From an optimization exercise on the open Yosys and OpenROAD flow, aimed at small area, a short achievable clock period and few clock cycles per item; shortcuts taken in it are not production practice. Function was checked by simulation only, so behaviour that the tests miss may differ from the original.

==> wip/quartz: inputs <==
## pid_mc_core
module pid_mc_core #(
   parameter int                        W         = 16,
   parameter int                        FRAC      = 15,
   parameter int                        IACC_W    = 32,
   parameter int                        NCH       = 4,
   parameter logic signed [IACC_W-1:0]  I_ACC_MAX = 32'sh0FFFFFFF,
   parameter logic signed [IACC_W-1:0]  I_ACC_MIN = -32'sh10000000,
   parameter int                        DF_SHIFT  = 2,
   localparam int                       CH_W      = $clog2(NCH)
) (
   input  logic            clk,
   input  logic            rst_n,
   input  logic            in_valid,
   output logic            in_ready,
   input  logic [CH_W-1:0] in_ch,
   input  logic [W-1:0]    v_in,
   input  logic [W-1:0]    v_ref,
   input  logic            cfg_we,
   input  logic [CH_W-1:0] cfg_ch,
   input  logic [1:0]      cfg_sel,
   input  logic [W-1:0]    cfg_data,
   input  logic            ch_clr,
   input  logic [CH_W-1:0] ch_clr_id,
   output logic            out_valid,
   output logic [CH_W-1:0] out_ch,
   output logic [W-1:0]    u_out,
   output logic            u_sat
);
   localparam int AW  = 29;
   localparam int EW  = W + 1;           
   localparam int DW  = W + 2;           
   localparam int MW  = AW + W;          
   localparam int PW  = EW + W;          
   localparam int QW  = DW + W;          
   localparam int PDW = 20;              
   localparam int SW  = MW - FRAC + 1;   
   localparam logic signed [AW-1:0] A_MAX = 268435455;
   localparam logic signed [AW-1:0] A_MIN = -268435456;
   localparam logic signed [AW:0]   A_HI  = 268435455;
   localparam logic signed [AW:0]   A_LO  = -268435456;
   localparam logic signed [SW-1:0] S_MAX = 32767;
   localparam logic signed [SW-1:0] S_MIN = -32768;
   logic                  accept;
   logic signed [EW-1:0]  e_in;
   logic                  s1_v;
   logic [CH_W-1:0]       s1_ch;
   logic signed [EW-1:0]  s1_e;
   logic                  cq_we;
   logic [CH_W-1:0]       cq_ch;
   logic [1:0]            cq_sel;
   logic [W-1:0]          cq_data;
   logic                  clq_en;
   logic [CH_W-1:0]       clq_id;
   logic [1:0]            age   [NCH];
   logic                  dirty [NCH];
   logic [1:0]            age_n   [NCH];
  ...
clock: 10.0 ns
lec_check: 0
abc_area: 1
cap_margin: 20
core_margin: 2
core_utilization: 60
setup_slack_margin: 5
slew_margin: 20
run.sh (not shown) runs the stock make flow with config.mk's settings and CLKGATE_MAP_FILE= SYNTH_SCRIPT=/design/flow/synth_recipe.tcl, a recipe that flattens the netlist after the stock synthesis.
==> wip/amber (differences from wip/quartz) <==
==> flow/flow/run.sh (new file) <==
#!/bin/bash
# Standard layout, with timing repair aimed below the clock period: repair_timing
# works towards a setup slack of MARGIN ns at the design's period.
set -euo pipefail
MARGIN=${MARGIN:-6.5}
bash standard.sh synth > synth.log 2>&1
bash standard.sh SETUP_SLACK_MARGIN=$MARGIN finish > layout.log 2>&1
==> flow/standard.sh (new file) <==
#!/bin/bash
# synth_recipe.tcl (not shown) runs the flow's synth.tcl, then flattens the netlist and writes it again
# the make line also repeats each setting of config.mk as NAME=value (left out here)
make -C /OpenROAD-flow-scripts/flow DESIGN_CONFIG=/design/flow/config.mk WORK_HOME=/design/flow/orfs CLKGATE_MAP_FILE= SYNTH_SCRIPT=/design/flow/synth_recipe.tcl "${@:-finish}"
- CORE_UTILIZATION: 60 -> 40
removed: flow/run.sh
==> qor summary <==
|  | wip/quartz | wip/amber |
|---|---|---|
| Outcome | complete, no violations | complete, no violations |
| Critical Path Fanout Max | 8 | 6 |
| Storage element area | 26,400 um2 | 26,600 um2 |
| Fill cells | 9,964 | 16,941 |
| Data required, critical path | 10.52 ns | 10.49 ns |
| Count of multi-input gates | 6,184 | 6,197 |
| Number of global-route vias before repair | 63,249 | 66,342 |
| Critical path arrival | 5.63 ns | 5.61 ns |
| Plain + repair buffers | 279 | 743 |
| Max Clk Rate | 196 MHz | 195 MHz |
| Non-clock buffering overhead | 3.10% | 8.37% |
| Cell total after placement | 10,385 | 11,219 |
| Ant. Diodes | 5 | 4 |
| Number of inverters outside the clock class in the layout | 1,261 | 1,265 |
| Fraction of standard cell area in multi-input logic | 52.7% | 50.4% |
| Initial standard-cell utilization of the core | 60.6% | 40.4% |
| Met2 layer wire length in the routed design | 113,000 um | 131,000 um |
| Setup bufs post-CTS | 52 | 412 |
| Final net count | 9,875 | 10,364 |
| CTS buffer count | 112 | 120 |
Testbench counts of wip/quartz, summed over its fixed seeds: cycles 4,935, items 4,800.
Testbench counts of wip/amber, summed over its fixed seeds: cycles 4,935, items 4,800.

==> port drivers added, routing unchanged <==
Ports are ideal in the flow. The routed layouts listed here were re-timed in OpenROAD. Step 1, drivers: a clkbuf_16 drives clk and a buf_2 each remaining input, both assumed. Step 2, shift: input delay + t, output delay - t, t = (earliest + latest rising clock arrival at the registers) / 2. This alone moves slack from input paths to output paths. Slacks: ideal ports / drivers / drivers and shift; pairs: ideal ports / drivers.
| run | shift t [ns] | setup WS [ns] | worst setup path at the end | worst register clock-pin slew, ns | cell pins on the clock port's net |
|---|---|---|---|---|---|
| wip/quartz | 0.840 | 4.885 / 4.885 / 4.446 | input to register | 0.07 / 0.07 | 1 |
| wip/amber | 0.871 | 4.882 / 4.882 / 4.882 | register to register | 0.07 / 0.07 | 1 |
After both steps every run listed still meets setup and hold. For wip/quartz, which loses most, drivers alone change the setup slack by 0.000 ns; drivers and shift together by -0.439 ns.
